Source: an optimization exercise on an open RTL-to-GDS flow (aim: small area, a short achievable clock period and few clock cycles per item). Production flows keep margins and buffers that such runs may drop.
RTL that was checked went through simulation tests only; none was proved equivalent to the original.
Power figures rest on the tool's default switching activity, not on a simulated workload.

Setup of nickel:
// seg_top
module seg_top (
    input  logic                                clk,
    input  logic                                rst,
    input  logic                                start_process,
    output logic                                processing_done,
    output logic                                mem_req,
    output logic [seg_ctrl_pkg::MEM_ADDR_W-1:0] mem_addr,
    input  logic                                mem_ack,
    input  logic [31:0]                         mem_rdata,
    input  seg_geom_pkg::pix_idx_t              label_addr,
    output seg_geom_pkg::label_t                label,
    output logic [9:0]                          leds
);
Size: ~78 I/O pins, about 23000 µm² of cells after synthesis.
==> module seg_top, before the edit <==
module seg_top (
    input  logic                                clk,
    input  logic                                rst,
    input  logic                                start_process,
    output logic                                processing_done,
    output logic                                mem_req,
    output logic [seg_ctrl_pkg::MEM_ADDR_W-1:0] mem_addr,
    input  logic                                mem_ack,
    input  logic [31:0]                         mem_rdata,
    input  seg_geom_pkg::pix_idx_t              label_addr,
    output seg_geom_pkg::label_t                label,
    output logic [9:0]                          leds
);
    logic        busy;        
    logic        flag;        
    logic [7:0]  waddr;       
    logic [2:0]  wph;         
    logic        got;         
    logic        v1;          
    logic [1:0]  ph1;         
    logic        last1;       
    logic [23:0] pa;          
    logic [23:0] pb;          
    logic [2:0]  xa, xb;      
    logic [1:0]  pend;        
    logic        shift;       
    logic [3:0]  pair_in;     
    assign got = mem_req && mem_ack;
    always_ff @(posedge clk or posedge rst) begin
        if (rst) begin
            busy    <= 1'b0;
            flag    <= 1'b0;
            mem_req <= 1'b0;
            waddr   <= '0;
            wph     <= 3'b001;
            v1      <= 1'b0;
            ph1     <= '0;
            last1   <= 1'b0;
        end else begin
            v1    <= got;
            ph1   <= wph[2:1];
            last1 <= got && (waddr == 8'(seg_ctrl_pkg::WORDS_PER_FRAME - 1));
            if (!busy) begin
                if (start_process) begin
                    busy    <= 1'b1;
                    flag    <= 1'b0;
                    mem_req <= 1'b1;
                    waddr   <= '0;
                    wph     <= 3'b001;
                end
            end else begin
                if (got) begin
                    waddr <= waddr + 1'b1;
                    wph   <= {wph[1:0], wph[2]};
                    if (waddr == 8'(seg_ctrl_pkg::WORDS_PER_FRAME - 1)) begin
                        mem_req <= 1'b0;
                    end
                end
                if (v1 && last1) begin
                    busy <= 1'b0;
                    flag <= 1'b1;
                end
            end
        end
    end
    logic [15:0] h;
    logic [23:0] na;
    assign h = pb[23:8];
    always_comb begin
        na = ({24{wph[0]}} & mem_rdata[23:0])
           | ({24{wph[1]}} & {mem_rdata[15:0], h[15:8]})
           | ({24{wph[2]}} & {mem_rdata[7:0], h});
    end
    logic [2:0] nxa, nxb;
    class_cmp u_cmp_a (.r(na[7:0]), .g(na[15:8]), .b(na[23:16]), .mx(nxa));
    class_cmp u_cmp_b (.r(mem_rdata[15:8]), .g(mem_rdata[23:16]), .b(mem_rdata[31:24]), .mx(nxb));
    always_ff @(posedge clk) begin
        pa <= na;
        xa <= nxa;
        xb <= nxb;
        pb[7:0] <= mem_rdata[15:8];
        if (got) begin
            pb[23:8] <= mem_rdata[31:16];
        end
    end
    logic [7:0] ma, a1a, b1a, mb, a1b, b1b;
    logic [1:0] la, lb;
    class_sort u_sort_a (.r(pa[7:0]), .g(pa[15:8]), .b(pa[23:16]), .mx(xa),
                         .m(ma), .a1(a1a), .b1(b1a));
    class_sort u_sort_b (.r(pb[7:0]), .g(pb[15:8]), .b(pb[23:16]), .mx(xb),
                         .m(mb), .a1(a1b), .b1(b1b));
    class_scorer u_cls_a (.m(ma), .a1(a1a), .b1(b1a), .mx(xa[1:0]), .lbl(la));
    class_scorer u_cls_b (.m(mb), .a1(a1b), .b1(b1b), .mx(xb[1:0]), .lbl(lb));
    always_ff @(posedge clk) begin
        if (v1 && ph1 == 2'd0) begin
            pend <= la;
        end
    end
    assign shift   = v1 && (ph1 != 2'd0);
    assign pair_in = ph1[0] ? {la, pend} : {lb, la};
    frame_ram u_label_ram (
        .clk     (clk),
        .shift   (shift),
        .pair_in (pair_in),
        .raddr   (label_addr),
        .rdata   (label)
    );
    assign processing_done = !busy;
    assign mem_addr        = {12'b0, waddr};
    assign leds            = {7'b0, flag, 1'b0, busy};
endmodule
export LEC_CHECK = 0
export CAP_MARGIN = 20
export CORE_MARGIN = 2
export CORE_UTILIZATION = 60
export CTS_BUF_LIST = sky130_fd_sc_hd__clkbuf_16
export CTS_CLUSTER_DIAMETER = 80
export CTS_CLUSTER_SIZE = 30
export PLACE_DENSITY = 0.8
export SETUP_SLACK_MARGIN = 4.8
export SLEW_MARGIN = 20
export SYNTH_MEMORY_MAX_BITS = 16384
create_clock -name core_clock -period 8.0 [get_ports {clk}]
standard.sh (not shown) runs the stock make flow with config.mk's settings and CLKGATE_MAP_FILE= SYNTH_SCRIPT=/design/flow/synth_recipe.tcl, a recipe that flattens the netlist after the stock synthesis.
==> flow/flow/run.sh <==
#!/bin/bash
# Layout flow: the standard ORFS flow (standard.sh) with two changes.
#  1. Synthesis is the standard one (synth_recipe.tcl, ORFS synth.tcl) except for the ABC
#     script that maps the combinational logic: flow/abc.script replaces ORFS's
#     abc_speed.script, in a copy of ORFS's scripts folder made here. Registers are
#     mapped exactly as in the standard synthesis.
#  2. The port buffers that global placement inserts are buf_2 cells.
# Each tool's output goes to a log file in this folder; ORFS also keeps its per-step logs
# under orfs/logs/.
set -euo pipefail
work=$(pwd)
rm -rf "$work/scripts_abc"
cp -r "$FLOW_HOME/scripts" "$work/scripts_abc"
cp "$work/flow/abc.script" "$work/scripts_abc/abc_speed.script"
bash standard.sh "SCRIPTS_DIR=$work/scripts_abc" synth > synth.log 2>&1
bash standard.sh "BUFFER_PORTS_ARGS=-buffer_cell sky130_fd_sc_hd__buf_2" finish > layout.log 2>&1
==> flow/flow/abc.script <==
&get -n
&st
&dch
&nf -R 20
&put
buffer -c
topo
stime -c
upsize -c
dnsize -c
Testbench counts of nickel, summed over its fixed seeds: cycles 30,746, frames 64.
Here is what was changed in the inputs of raven compared with nickel.
--- a/flow/design.v
+++ b/flow/design.v
@@ -215,7 +215,6 @@
         xa <= nxa;
         xb <= nxb;
-        pb[7:0] <= mem_rdata[15:8];
         if (got) begin
-            pb[23:8] <= mem_rdata[31:16];
+            pb <= mem_rdata[31:8];
         end
     end
==> comparison <==
Compared raven against nickel; cell count within noise.
Route | raven vs nickel | wire shorter in raven
Post-synthesis to final-layout area growth in raven vs nickel: down 0.80 points
Between raven and nickel, the register-to-register path setup slack is lower for nickel.
A origin of the worst setup path of label_addr[1] is what raven shows, while label_addr[0] belongs to nickel.
On share of the clock period used by the worst path, the lower figure sits with nickel, not raven.
Per the comparison of raven with nickel, total global-route track usage shows an increase of 0.29 points; multiplexer share of the synthesized area shows no meaningful change; proportion of power drawn by combinational gates shows a reduction of 0.3 points.
Compared to nickel, raven has global-route wire length before repair 460 µm higher.
Via count delta (raven − nickel): favourable
raven -> nickel: clock edge transition at the registers on the reported setup and hold paths flat
raven vs nickel, last element of the critical path: u_label_ram.part_n[3][0] vs u_label_ram.part_n[3][1]
Sort raven and nickel by routed length on met1 asc -> top: nickel
Higher power after layout was reported by nickel, not raven.
The RTL of raven was laid out without a check of its function.

* * *

seg_top, a different RTL version from the one above (not shown whole).
Size: ~610 flip-flops, ~23000 um^2 of cells after synthesis.
==> module frame_ram, before the edit <==
module frame_ram (
    input  logic       clk,
    input  logic       shift,
    input  logic [3:0] pair_in,      
    input  logic [7:0] raddr,
    output logic [1:0] rdata
);
    logic [511:0] mem;
    always_ff @(posedge clk) begin
        if (shift) begin
            mem <= {pair_in, mem[511:4]};
        end
    end
    logic [7:0] dlo, dmid;
    logic [3:0] dhi;
    logic [1:0] part [0:3];
    logic [1:0] part_n [0:3];
    always_comb begin
        for (int k = 0; k < 8; k++) begin
            dlo[k]  = (raddr[2:0] == 3'(k));
            dmid[k] = (raddr[5:3] == 3'(k));
        end
        for (int j = 0; j < 4; j++) begin
            dhi[j] = (raddr[7:6] == 2'(j));
        end
        for (int j = 0; j < 4; j++) begin
            part[j] = 2'b00;
            for (int i = 0; i < 8; i++) begin
                logic [1:0] g;
                g = 2'b00;
                for (int k = 0; k < 8; k++) begin
                    g = g | ({2{dlo[k]}} & mem[2*(64*j+8*i+k) +: 2]);
                end
                part[j] = part[j] | ({2{dmid[i]}} & g);
            end
            part[j] = {2{dhi[j]}} & part[j];
        end
    end
    always_ff @(posedge clk) begin
        for (int j = 0; j < 4; j++) begin
            part_n[j] <= ~part[j];
        end
    end
    assign rdata = ~(part_n[0] & part_n[1] & part_n[2] & part_n[3]);
endmodule
==> flow/config.mk <==
export PLATFORM = sky130hd
export DESIGN_NAME = seg_top
export DESIGN_NICKNAME = seg_top
export VERILOG_FILES = /design/flow/design.v
export SDC_FILE = /design/flow/constraint.sdc
export NUM_CORES = 4
export LEC_CHECK = 0
export CAP_MARGIN = 20
export CORE_MARGIN = 2
export CORE_UTILIZATION = 60
export CTS_BUF_LIST = sky130_fd_sc_hd__clkbuf_16
export CTS_CLUSTER_DIAMETER = 80
export CTS_CLUSTER_SIZE = 30
export PLACE_DENSITY = 0.8
export SETUP_SLACK_MARGIN = 4.8
export SLEW_MARGIN = 20
export SYNTH_MEMORY_MAX_BITS = 16384
==> flow/constraint.sdc <==
create_clock -name core_clock -period 8.0 [get_ports {clk}]
set_input_delay 1.6000 -clock core_clock [delete_from_list [all_inputs] [get_ports {clk}]]
set_output_delay 1.6000 -clock core_clock [all_outputs]
set_load 0.01 [all_outputs]
Scripts as last shown in full above: flow/flow/run.sh, flow/flow/abc.script
The baseline completed without violations.
Rerun with:
--- a/flow/design.v
+++ b/flow/design.v
@@ -28,23 +28,25 @@
         end
     end
-    logic [7:0] dlo, dmid;
-    logic [3:0] dhi;
-    logic [1:0] part [0:3];
-    logic [1:0] part_n [0:3];
+    logic [7:0] dlo;
+    logic [3:0] dmid;
+    logic [7:0] dhi;
+    logic [1:0] part [0:7];
+    logic [1:0] part_n [0:7];
+    logic [1:0] all_n;
     always_comb begin
         for (int k = 0; k < 8; k++) begin
-            dlo[k]  = (raddr[2:0] == 3'(k));
-            dmid[k] = (raddr[5:3] == 3'(k));
-        end
-        for (int j = 0; j < 4; j++) begin
-            dhi[j] = (raddr[7:6] == 2'(j));
-        end
-        for (int j = 0; j < 4; j++) begin
+            dlo[k] = (raddr[2:0] == 3'(k));
+            dhi[k] = (raddr[7:5] == 3'(k));
+        end
+        for (int i = 0; i < 4; i++) begin
+            dmid[i] = (raddr[4:3] == 2'(i));
+        end
+        for (int j = 0; j < 8; j++) begin
             part[j] = 2'b00;
-            for (int i = 0; i < 8; i++) begin
+            for (int i = 0; i < 4; i++) begin
                 logic [1:0] g;
                 g = 2'b00;
                 for (int k = 0; k < 8; k++) begin
-                    g = g | ({2{dlo[k]}} & mem[2*(64*j+8*i+k) +: 2]);
+                    g = g | ({2{dlo[k]}} & mem[2*(32*j+8*i+k) +: 2]);
                 end
                 part[j] = part[j] | ({2{dmid[i]}} & g);
@@ -54,9 +56,15 @@
     end
     always_ff @(posedge clk) begin
-        for (int j = 0; j < 4; j++) begin
+        for (int j = 0; j < 8; j++) begin
             part_n[j] <= ~part[j];
         end
     end
-    assign rdata = ~(part_n[0] & part_n[1] & part_n[2] & part_n[3]);
+    always_comb begin
+        all_n = 2'b11;
+        for (int j = 0; j < 8; j++) begin
+            all_n = all_n & part_n[j];
+        end
+    end
+    assign rdata = ~all_n;
 endmodule
 `timescale 1ns/1ns
=>
- wire length shrinks by a little under a tenth
- hold slack is better by 21 ps
- non-clock buffer count shrinks by 31
- area after synthesis grows slightly
- cell area shrinks slightly
- clock skew shrinks by 24 ps
- global-route usage shrinks by 0.93 points
- clock-buffer cell count grows by 2
No run of this note included a check of the RTL's function; only the layout flow was run.

* * *

Setup of the previous run:
The RTL this note starts from:
==> flow/design.v <==
package seg_geom_pkg;
    localparam int IMG_W       = 16;
    localparam int IMG_H       = 16;
    localparam int NUM_CH      = 3;
    localparam int NUM_PIX     = IMG_W * IMG_H;
    localparam int NUM_BYTES   = NUM_PIX * NUM_CH;
    localparam int NUM_CLASSES = 4;
    typedef logic [7:0] pix_idx_t;
    typedef logic [1:0] label_t;
    typedef logic [7:0] pixel_t;
endpackage
package seg_ctrl_pkg;
    localparam int MEM_ADDR_W      = 20;
    localparam int WORDS_PER_FRAME = 192;
endpackage
`timescale 1ns/1ns
module frame_ram (
    input  logic       clk,
    input  logic       shift,
    input  logic [3:0] pair_in,      
    input  logic [7:0] raddr,
    output logic [1:0] rdata
);
    logic [511:0] mem;
    always_ff @(posedge clk) begin
        if (shift) begin
            mem <= {pair_in, mem[511:4]};
        end
    end
    logic [7:0] dlo, dmid;
    logic [3:0] dhi;
    logic [1:0] part [0:3];
    logic [1:0] part_q [0:3];
    always_comb begin
        for (int k = 0; k < 8; k++) begin
            dlo[k]  = (raddr[2:0] == 3'(k));
            dmid[k] = (raddr[5:3] == 3'(k));
        end
        for (int j = 0; j < 4; j++) begin
            dhi[j] = (raddr[7:6] == 2'(j));
        end
        for (int j = 0; j < 4; j++) begin
            part[j] = 2'b00;
            for (int i = 0; i < 8; i++) begin
                logic [1:0] g;
                g = 2'b00;
                for (int k = 0; k < 8; k++) begin
                    g = g | ({2{dlo[k]}} & mem[2*(64*j+8*i+k) +: 2]);
                end
                part[j] = part[j] | ({2{dmid[i]}} & g);
            end
            part[j] = {2{dhi[j]}} & part[j];
        end
    end
    always_ff @(posedge clk) begin
        for (int j = 0; j < 4; j++) begin
            part_q[j] <= part[j];
        end
    end
    assign rdata = part_q[0] | part_q[1] | part_q[2] | part_q[3];
endmodule
`timescale 1ns/1ns
module class_cmp (
    input  logic [7:0] r,
    input  logic [7:0] g,
    input  logic [7:0] b,
    output logic [2:0] mx        
);
    function automatic logic ge8(input logic [7:0] x, input logic [7:0] y);
        logic c;
        c = 1'b1;
        for (int i = 0; i < 8; i++) begin
            c = (x[i] & ~y[i]) | (x[i] & c) | (~y[i] & c);
        end
        ge8 = c;
    endfunction
    logic r_ge_g, r_ge_b, g_ge_b;
    assign r_ge_g = ge8(r, g);
    assign r_ge_b = ge8(r, b);
    assign g_ge_b = ge8(g, b);
    assign mx[0] = r_ge_g && r_ge_b;
    assign mx[1] = !r_ge_g && g_ge_b;
    assign mx[2] = !mx[0] && !mx[1];
endmodule
module class_sort (
    input  logic [7:0] r,
    input  logic [7:0] g,
    input  logic [7:0] b,
    input  logic [2:0] mx,       
    output logic [7:0] m,        
    output logic [7:0] a1,       
    output logic [7:0] b1
);
    assign m  = ({8{mx[0]}} & r) | ({8{mx[1]}} & g) | ({8{mx[2]}} & b);
    assign a1 = ({8{mx[0]}} & g) | ({8{!mx[0]}} & r);
    assign b1 = ({8{mx[2]}} & g) | ({8{!mx[2]}} & b);
endmodule
module class_scorer (
    input  logic [7:0] m,        
    input  logic [7:0] a1,
    input  logic [7:0] b1,
    input  logic [1:0] mx,       
    output logic [1:0] lbl
);
    function automatic logic over(input logic [7:0] x, input logic [7:0] y, input logic [7:0] z);
        logic [10:0] p, q, s, k;
        logic [10:0] cc;
        logic c;
        integer i;
        p = 11'd0;
        q = 11'd0;
        for (i = 0; i < 8; i = i + 1) begin
            p[i]   = x[i] ^ y[i] ^ ~z[i];
            q[i+1] = (x[i] & y[i]) | (x[i] & ~z[i]) | (y[i] & ~z[i]);
        end
        cc = 11'd668;
        s = 11'd0;
        k = 11'd0;
        for (i = 0; i < 10; i = i + 1) begin
            s[i]   = p[i] ^ q[i] ^ cc[i];
            k[i+1] = cc[i] ? (p[i] | q[i]) : (p[i] & q[i]);
        end
        c = 1'b0;
        for (i = 0; i < 10; i = i + 1) begin
            c = (s[i] & k[i]) | (s[i] & c) | (k[i] & c);
        end
        over = c | k[10];
    endfunction
    always_comb begin
        if (over(a1, b1, m)) lbl = 2'd3;
        else if (mx[0])      lbl = 2'd0;
        else if (mx[1])      lbl = 2'd1;
        else                 lbl = 2'd2;
    end
endmodule
`timescale 1ns/1ns
module seg_top (
    input  logic                                clk,
    input  logic                                rst,
    input  logic                                start_process,
    output logic                                processing_done,
    output logic                                mem_req,
    output logic [seg_ctrl_pkg::MEM_ADDR_W-1:0] mem_addr,
    input  logic                                mem_ack,
    input  logic [31:0]                         mem_rdata,
    input  seg_geom_pkg::pix_idx_t              label_addr,
    output seg_geom_pkg::label_t                label,
    output logic [9:0]                          leds
);
    logic        busy;        
    logic        flag;        
    logic [7:0]  waddr;       
    logic [2:0]  wph;         
    logic        got;         
    logic        v1;          
    logic [1:0]  ph1;         
    logic        last1;       
    logic [23:0] pa;          
    logic [23:0] pb;          
    logic [2:0]  xa, xb;      
    logic [1:0]  pend;        
    logic        shift;       
    logic [3:0]  pair_in;     
    assign got = mem_req && mem_ack;
    always_ff @(posedge clk or posedge rst) begin
        if (rst) begin
            busy    <= 1'b0;
            flag    <= 1'b0;
            mem_req <= 1'b0;
            waddr   <= '0;
            wph     <= 3'b001;
            v1      <= 1'b0;
            ph1     <= '0;
            last1   <= 1'b0;
        end else begin
            v1    <= got;
            ph1   <= wph[2:1];
            last1 <= got && (waddr == 8'(seg_ctrl_pkg::WORDS_PER_FRAME - 1));
            if (!busy) begin
                if (start_process) begin
                    busy    <= 1'b1;
                    flag    <= 1'b0;
                    mem_req <= 1'b1;
                    waddr   <= '0;
                    wph     <= 3'b001;
                end
            end else begin
                if (got) begin
                    waddr <= waddr + 1'b1;
                    wph   <= {wph[1:0], wph[2]};
                    if (waddr == 8'(seg_ctrl_pkg::WORDS_PER_FRAME - 1)) begin
                        mem_req <= 1'b0;
                    end
                end
                if (v1 && last1) begin
                    busy <= 1'b0;
                    flag <= 1'b1;
                end
            end
        end
    end
    logic [15:0] h;
    logic [23:0] na;
    assign h = pb[23:8];
    always_comb begin
        na = ({24{wph[0]}} & mem_rdata[23:0])
           | ({24{wph[1]}} & {mem_rdata[15:0], h[15:8]})
           | ({24{wph[2]}} & {mem_rdata[7:0], h});
    end
    logic [2:0] nxa, nxb;
    class_cmp u_cmp_a (.r(na[7:0]), .g(na[15:8]), .b(na[23:16]), .mx(nxa));
    class_cmp u_cmp_b (.r(mem_rdata[15:8]), .g(mem_rdata[23:16]), .b(mem_rdata[31:24]), .mx(nxb));
    always_ff @(posedge clk) begin
        pa <= na;
        xa <= nxa;
        xb <= nxb;
        if (got) begin
            pb <= mem_rdata[31:8];
        end
    end
    logic [7:0] ma, a1a, b1a, mb, a1b, b1b;
    logic [1:0] la, lb;
    class_sort u_sort_a (.r(pa[7:0]), .g(pa[15:8]), .b(pa[23:16]), .mx(xa),
                         .m(ma), .a1(a1a), .b1(b1a));
    class_sort u_sort_b (.r(pb[7:0]), .g(pb[15:8]), .b(pb[23:16]), .mx(xb),
                         .m(mb), .a1(a1b), .b1(b1b));
    class_scorer u_cls_a (.m(ma), .a1(a1a), .b1(b1a), .mx(xa[1:0]), .lbl(la));
    class_scorer u_cls_b (.m(mb), .a1(a1b), .b1(b1b), .mx(xb[1:0]), .lbl(lb));
    always_ff @(posedge clk) begin
        if (v1 && ph1 == 2'd0) begin
            pend <= la;
        end
    end
    assign shift   = v1 && (ph1 != 2'd0);
    assign pair_in = ph1[0] ? {la, pend} : {lb, la};
    frame_ram u_label_ram (
        .clk     (clk),
        .shift   (shift),
        .pair_in (pair_in),
        .raddr   (label_addr),
        .rdata   (label)
    );
    assign processing_done = !busy;
    assign mem_addr        = {12'b0, waddr};
    assign leds            = {7'b0, flag, 1'b0, busy};
endmodule
export LEC_CHECK = 0
export CAP_MARGIN = 20
export CORE_MARGIN = 2
export CORE_UTILIZATION = 60
export CTS_BUF_LIST = sky130_fd_sc_hd__clkbuf_16
export CTS_CLUSTER_DIAMETER = 60
export CTS_CLUSTER_SIZE = 24
export PLACE_DENSITY = 0.8
export SETUP_SLACK_MARGIN = 5
export SLEW_MARGIN = 20
export SYNTH_MEMORY_MAX_BITS = 16384
create_clock -name core_clock -period 8.0 [get_ports {clk}]
Scripts as last shown in full above: flow/flow/run.sh, flow/flow/abc.script
Testbench counts of the previous run, summed over its fixed seeds: cycles 30,746, frames 64.
#### Input delta (the current run over the previous run)
diff --git a/flow/design.v b/flow/design.v
--- a/flow/design.v
+++ b/flow/design.v
@@ -26,39 +26,42 @@
         if (shift) begin
             mem <= {pair_in, mem[511:4]};
         end
     end
-    logic [7:0] dlo, dmid;
-    logic [3:0] dhi;
-    logic [1:0] part [0:3];
-    logic [1:0] part_q [0:3];
+    logic [7:0] dlo;
+    logic [7:0] dhi;
+    logic [7:0] grp [0:7];
+    logic [7:0] rd;
+    logic [7:0] quad_q;
+    logic [3:0] sel_q;
     always_comb begin
         for (int k = 0; k < 8; k++) begin
-            dlo[k]  = (raddr[2:0] == 3'(k));
-            dmid[k] = (raddr[5:3] == 3'(k));
-        end
-        for (int j = 0; j < 4; j++) begin
-            dhi[j] = (raddr[7:6] == 2'(j));
-        end
-        for (int j = 0; j < 4; j++) begin
-            part[j] = 2'b00;
-            for (int i = 0; i < 8; i++) begin
-                logic [1:0] g;
-                g = 2'b00;
-                for (int k = 0; k < 8; k++) begin
-                    g = g | ({2{dlo[k]}} & mem[2*(64*j+8*i+k) +: 2]);
-                end
-                part[j] = part[j] | ({2{dmid[i]}} & g);
+            dlo[k] = (raddr[4:2] == 3'(k));
+            dhi[k] = (raddr[7:5] == 3'(k));
+        end
+        for (int i = 0; i < 8; i++) begin
+            grp[i] = 8'h00;
+            for (int k = 0; k < 8; k++) begin
+                grp[i] = grp[i] | ({8{dlo[k]}} & mem[8*(8*i+k) +: 8]);
             end
-            part[j] = {2{dhi[j]}} & part[j];
-        end
-    end
-    always_ff @(posedge clk) begin
-        for (int j = 0; j < 4; j++) begin
-            part_q[j] <= part[j];
-        end
-    end
-    assign rdata = part_q[0] | part_q[1] | part_q[2] | part_q[3];
+        end
+        rd = 8'h00;
+        for (int i = 0; i < 8; i++) begin
+            rd = rd | ({8{dhi[i]}} & grp[i]);
+        end
+    end
+    always_ff @(posedge clk) begin
+        quad_q <= rd;
+        for (int k = 0; k < 4; k++) begin
+            sel_q[k] <= (raddr[1:0] == 2'(k));
+        end
+    end
+    always_comb begin
+        rdata = 2'b00;
+        for (int k = 0; k < 4; k++) begin
+            rdata = rdata | ({2{sel_q[k]}} & quad_q[2*k +: 2]);
+        end
+    end
 endmodule
 `timescale 1ns/1ns
 module class_cmp (
     input  logic [7:0] r,
## What came out
Compared with the previous run, the current run shows a sequential logic power that is about 4% higher.
Comparing the current run and the previous run, the higher final wirelength was measured on the current run.
Looking at power share of the clock group, the current run sits 1.4 points below the previous run.
Against the previous run, power in the current run came out worse.
The current run against the previous run: die area grew by 270 um^2; routed wire length on met3 grew by about 20%.
Delta (the current run minus the previous run): count of filler cells inserted in the layout lower; reported net switching power grew by 5.0%.
The previous run has lower number of standard cells in the layout, taps in and fillers out than the current run.
The clock latency at the later pin of the worst-skew pair on the previous run is in line with that on the current run.
The mean instance size in the synthesized netlist of the current run and that of the previous run are within noise of each other.
Of the two candidates, the previous run has the better time the final worst path needs with I/O delays and setup and the current run the worse one.
The previous run has lower area overhead of the layout relative to synthesis than the current run.
Relative to the previous run, the current run improves clock power.
Testbench counts of the current run, summed over its fixed seeds: cycles 30,746, frames 64.

separate check: timing with driven ports:
How much do the figures lean on ideal ports? The routed layouts below were timed once more, with nothing changed but the port constraints. Step 1 (the two cells are an assumption about what drives the block):
set clk [get_ports {clk}]
set_driving_cell -lib_cell sky130_fd_sc_hd__clkbuf_16 $clk
set_driving_cell -lib_cell sky130_fd_sc_hd__buf_2 [delete_from_list [all_inputs] $clk]
Step 2, shift: input delay + t, output delay - t, t = (earliest + latest rising clock arrival at the registers) / 2. This alone moves slack from input paths to output paths. Slacks: ideal / step 1 / step 2; pairs: ideal / step 1.
| run | t (ns) | setup slack, ns | hold WS [ns] | worst setup path at the end | worst data-port slew with drivers (ns) |
|---|---|---|---|---|---|
| nickel | 0.643 | 4.837 / 4.837 / 4.194 | 0.433 / 0.433 / 0.433 | input to register | 0.06 |
| raven | 0.644 | 4.775 / 4.767 / 4.123 | 0.426 / 0.426 / 0.426 | input to register | 0.09 |
| the first run of note 2 | 0.639 | 4.567 / 4.584 / 3.945 | 0.436 / 0.436 / 0.436 | input to register | 0.06 |
| the second run of note 2 | 0.640 | 4.544 / 4.561 / 3.921 | 0.458 / 0.458 / 0.458 | input to register | 0.06 |
| the previous run | 0.613 | 4.778 / 4.730 / 4.388 | 0.430 / 0.430 / 0.430 | input to register | 0.08 |
| the current run | 0.608 | 4.774 / 4.700 / 4.092 | 0.426 / 0.426 / 0.426 | input to register | 0.17 |
After both steps every run listed still meets setup and hold. For the current run, which loses most, drivers alone change the setup slack by -0.074 ns; drivers and shift together by -0.682 ns.
